Background: an optimization exercise with open tools, aiming at small area and a short achievable clock period. Do not read the settings as production practice. The RTL was checked by simulation tests, not by an equivalence proof against the original design.

## flow/design.v (module list and top-level ports; edited modules follow where they fit)
// module operand_select: 35 lines
// module alu: 98 lines
// module pipe_mult: 67 lines
// module add64_bk: 31 lines
// module mult64_cs: 2534 lines
// module mult_fa: 7 lines
// module mult_ha: 7 lines
// module booth_sel: 6 lines
// module ex_stage: 57 lines
module ex_stage (
  input  wire logic                     clock,
  input  wire logic                     reset,
  input  wire logic [64-1:0]    alu_npc,
  input  wire ex_pkg::ex_ir_t           alu_ir,
  input  wire logic [64-1:0]    alu_rega,
  input  wire logic [64-1:0]    alu_regb,
  input  wire logic [6-1:0] alu_dest,
  input  wire logic [2-1:0]     alu_opa_select,
  input  wire logic [2-1:0]     alu_opb_select,
  input  wire logic [5-1:0]    alu_func,
  input  wire logic                     rd_mem,
  input  wire logic                     wr_mem,
  input  wire logic                     cond_branch,
  input  wire logic                     uncond_branch,
  input  wire logic                     alu_valid,
  input  wire logic [64-1:0]    mul_npc,
  input  wire ex_pkg::ex_ir_t           mul_ir,
  input  wire logic [64-1:0]    mul_rega,
  input  wire logic [64-1:0]    mul_regb,
  input  wire logic [6-1:0] mul_dest,
  input  wire logic [2-1:0]     mul_opa_select,
  input  wire logic [2-1:0]     mul_opb_select,
  input  wire logic                     mul_valid,
  output logic      [64-1:0]    alu_npc_out,
  output logic      [64-1:0]    alu_result_out,
  output logic      [64-1:0]    take_branch_target,
  output logic                          take_branch,
  output logic                          rd_mem_out,
  output logic                          wr_mem_out,
  output logic                          alu_valid_out,
  output logic      [6-1:0] alu_dest_out,
  output logic      [64-1:0]    mul_npc_out,
  output logic      [64-1:0]    mul_product,
  output logic                          mul_valid_out,
  output logic      [6-1:0] mul_dest_out
);
  // ...
==> flow/flow/run.sh <==
#!/bin/bash
# The standard layout (standard.sh), with two changes:
# - the buffers that buffer_ports puts on every input and output port are
#   plain buf_1 cells (timing repair still upsizes the ones on critical paths)
#   instead of the larger delay-buffer cell it picks by default;
# - before floorplanning, flow/downsize.tcl downsizes the booth selector cells
#   that synthesis oversized.
set -euo pipefail
here=$(pwd)
export BUFFER_PORTS_ARGS="-buffer_cell sky130_fd_sc_hd__buf_1"
export PRE_FLOORPLAN_TCL="$here/flow/downsize.tcl"
bash standard.sh > standard.log 2>&1
==> flow/flow/downsize.tcl <==
set db [ord::get_db]
set small [$db findMaster sky130_fd_sc_hd__a22oi_1]
set n 0
foreach inst [[ord::get_db_block] getInsts] {
  if { [[$inst getMaster] getName] eq "sky130_fd_sc_hd__a22oi_2" } {
    $inst swapMaster $small
    incr n
  }
}
puts "downsize.tcl: swapped $n a22oi_2 cells for a22oi_1"
==> flow/standard.sh <==
#!/bin/bash
# synth_recipe.tcl (not shown) runs the flow's synth.tcl, then flattens the netlist and writes it again
# the make line also repeats each setting of config.mk as NAME=value (left out here)
make -C /OpenROAD-flow-scripts/flow DESIGN_CONFIG=/design/flow/config.mk WORK_HOME=/design/flow/orfs CLKGATE_MAP_FILE= SYNTH_SCRIPT=/design/flow/synth_recipe.tcl "${@:-finish}"
==> flow/config.mk <==
export PLATFORM = sky130hd
export DESIGN_NAME = ex_stage
export DESIGN_NICKNAME = ex_stage
export VERILOG_FILES = /design/flow/design.v
export SDC_FILE = /design/flow/constraint.sdc
export NUM_CORES = 4
export LEC_CHECK = 0
export ABC_CLOCK_PERIOD_IN_PS = 6000
export CAP_MARGIN = 20
export CORE_MARGIN = 2
export CORE_UTILIZATION = 65
export SETUP_SLACK_MARGIN = 3.0
export SLEW_MARGIN = 20
export SYNTH_HIERARCHICAL = 1
==> flow/constraint.sdc <==
create_clock -name core_clock -period 10.0 [get_ports {clock}]
set_input_delay 2.0000 -clock core_clock [delete_from_list [all_inputs] [get_ports {clock}]]
set_output_delay 2.0000 -clock core_clock [all_outputs]
set_load 0.01 [all_outputs]
==> flow_metrics.tcl, run 1 <==
set metrics [dict create \
    die_width_um 368.1 \
    yosys_warnings 14 \
    io_pins 818 \
    dp_worst_setup_slack_ns 0.7134 \
    ctsResizeCount 855 \
    h-tree-depth 3 \
    hold_buffers 0 \
    num_rows 133 \
    error_line "[ERROR GRT-0116] Global routing finished with congestion. Check the congestion regions in the DRC Viewer." \
    start_util 0.6555 \
    root_buffer "clkbuf_16" \
    io_buffers 798 \
    dp_cells 10580 \
    grt_max_degree 79 \
    place_area_sq_mm 0.09392 \
    haltStage "global routing" \
    outcome "stopped before the end" \
    cts_setup_buffers 173 \
    ctsLongestPathBuffers 3 \
    cts_made_buffers 107 \
    fp.dieH_um 368.1 \
    gp_congestion 1.187 \
    syn_inst 8066 \
    hpwlAfterDp_um 312100 \
]
==> inputs of run 2 (changes only) <==
--- a/flow/config.mk
+++ b/flow/config.mk
@@ -9,5 +9,5 @@
 export CAP_MARGIN = 20
 export CORE_MARGIN = 2
-export CORE_UTILIZATION = 65
+export CORE_UTILIZATION = 50
 export SETUP_SLACK_MARGIN = 3.0
 export SLEW_MARGIN = 20
==> run 2 against run 1 <==
Net effect: the run now finishes clean; synthesized cell count did not move.
==> flow_metrics.tcl, run 2 <==
set metrics [dict create \
    outcome "finished clean" \
    grt_max_degree 65 \
    io_buffers 798 \
    hp-start "mult.prod_q[3][36]" \
    syn_inst 8066 \
    clk_pin_slew_ns 0.06 \
    rr_worst_depth 14 \
    path_max_fanout 6 \
    vias 80650 \
    finClkSkew_ns 0.05187 \
    reg_top3 "mult.npc_q (512), mult.prod_q (384)" \
    ctsLongestPathBuffers 3 \
    rrSetupSlack_ns 3.06 \
    timing.final.max_slew_violations 0 \
    h-tree-depth 3 \
    core_area_sq_mm 0.1714 \
    crit_path_end_kind "output port" \
    whs_ns 0.2932 \
    r2r_end "mult.row_b_q[60]" \
    path_cells "clkbuf_16 > buf_16 > mux2_4 > mux2_4 > or2_4 > nand2_4 > fa_2 > nor2b_4 > o31a_1 > buf_6 > o2111ai_4 > nand3_4 > a21boi_4 > o21ai_4 > buf_6 > nor3_4 > a2111o_1 > nand4_1 > o211a_1 > buf_6" \
    cp_data_required_time_ns 8.00 \
    cp_slowest_cell "nand4_1" \
    hold_viol 0 \
    cp.arrival_ns 6.39 \
    root_buffer "clkbuf_16" \
    grt_overflow_total 0 \
    first_iter_violations 13580 \
    hold_end "mult.prod_q[4][36]" \
    maxSlewHeadroom 0.1297 \
    start_util 0.5029 \
    hpwlAfterDp_um 295100 \
    via_per_inst 6.917 \
    timing.critical_path.mode_cell "buf_6" \
    dieArea_sq_mm 0.1757 \
    finalSetupTns_ns 0 \
    hold_depth 0 \
    drt-pass1-iter-count 10 \
    largest_reg_flops 512 \
    wl_per_cell_um 36.49 \
    mostFrequentLayoutCells "xnor2_1 (1,179), dfxtp_1 (1,158), a22oi_1 (1,084)" \
    ant_nets 0 \
    cp_top_family "compound AO/OA/AOI/OAI gates" \
    rsz0062_at_grt "true" \
    grt_antenna_before_repair 36 \
    io_pins 818 \
    regMostFlops "mult.npc_q" \
    post-route-drc-count 0 \
    drive_gt1_frac 0.2253 \
    drt-total-wl_um 425400 \
    period_minus_slack_ns 8.395 \
    setup_viol 0 \
    gp_congestion 1.139 \
    slowest_delay_ns 0.50 \
    grt_usage 0.4708 \
    path_buf_inv 5 \
    fmax_mhz 119.1 \
    layout.nets 10840 \
    grt_pass1_wl_um 589400 \
    finalCritPeriodShare 0.8395 \
    clk_latency_ns 0.80 \
    maxCapViolCount 0 \
    hold_buffers 0 \
    grt_pass1_vias 79840 \
    die_width_um 419.1 \
    start_kind "input port" \
    worstSetupPathType "in2out" \
    cts_made_buffers 112 \
    hp-class "reg2reg" \
    r2r_start "mult.mplier_q[15]" \
    num_rows 152 \
    cts_tree "built" \
    yosys_warnings 14 \
    worst_pin_slew_ns 1.305 \
    final_common_cell "xnor2_1" \
    fp.dieH_um 419.1 \
    cts.sinks 1208 \
]
run 2: worst max path at each step:
stage	startpoint	end	slack [ns]	cells past startpoint
after floorplan	mult.mplier_q[1]	mult.row_b_q[60]	2.54	13
after global placement	alu_opa_select[0]	alu_result_out[17]	0.82	17
after detailed placement	alu_opa_select[0]	alu_result_out[8]	0.83	19
after CTS	alu_opa_select[0]	alu_result_out[38]	1.83	23
after global routing	alu_opa_select[0]	alu_result_out[38]	1.68	23
final	alu_opa_select[0]	alu_result_out[54]	1.61	20
run 2: area by class of cell:
cell class / count / area (sq um)
Multi-Input combinational cell: 6273 / 64860
Fill cell: 13890 / 64310
Sequential cell: 1208 / 24310
Timing Repair Buffer: 1506 / 10450
Clock buffer: 156 / 3252
Tap cell: 2310 / 2890
Clock inverter: 55 / 733.2
Inverter: 111 / 444.2
Antenna cell: 40 / 100.1
run 2: repair_timing:
| action | 4_1_cts | 5_1_grt |
|---|---|---|
| endpoints found under the setup margin | 128 | 128 |
| buffers inserted | 207 | 85 |
| pin swaps | 206 | 188 |
| gates resized for setup | 864 | 439 |
| cloned | 15 | 2 |
run 2: through the flow:
stage	area [sq um]	instances	util	worst slack, ns
2_1_floorplan	87910	8098	-	2.539
3_3_place_gp	94190	11100	0.5497	0.8227
3_5_place_dp	94190	11100	0.5497	0.8320
4_1_cts	104300	11530	0.6089	1.831
5_1_grt	107000	11640	0.6243	1.683
6_report	107000	11660	0.6247	1.605
run 2: layer usage:
| layer | vias up | wire, um | global-route usage |
|---|---|---|---|
| met5 | - | 2063 | 0.06863 |
| met4 | 44 | 33030 | 0.2813 |
| met3 | 2150 | 66280 | 0.2204 |
| met2 | 7373 | 171200 | 0.6534 |
| met1 | 39760 | 152800 | 0.5864 |
| li1 | 31330 | - | - |

[port drivers added, routing unchanged]
No port has a modelled driver above. Below, the same layout with a new extraction and two added sets of constraints.
Step 1 assumes that a clkbuf_16 drives the clock port and a buf_2 every other input.
Step 2 adds t to the input delays and takes it off the output delays; t is the mean of the earliest and latest rising clock arrival at the registers after step 1. Input paths then give back, and output paths get back, about the clock's delay inside the block.
Slacks: no drivers / after step 1 / after step 2; pairs: no drivers / after step 1.
run: run 2
t, ns: 0.869
setup slack, ns: 1.605 / 1.341 / 1.341
worst setup path after step 2: input to output
After both steps setup and hold are still met in run 2. The setup slack of run 2 moves by -0.264 ns with the drivers and by -0.264 ns with both steps.
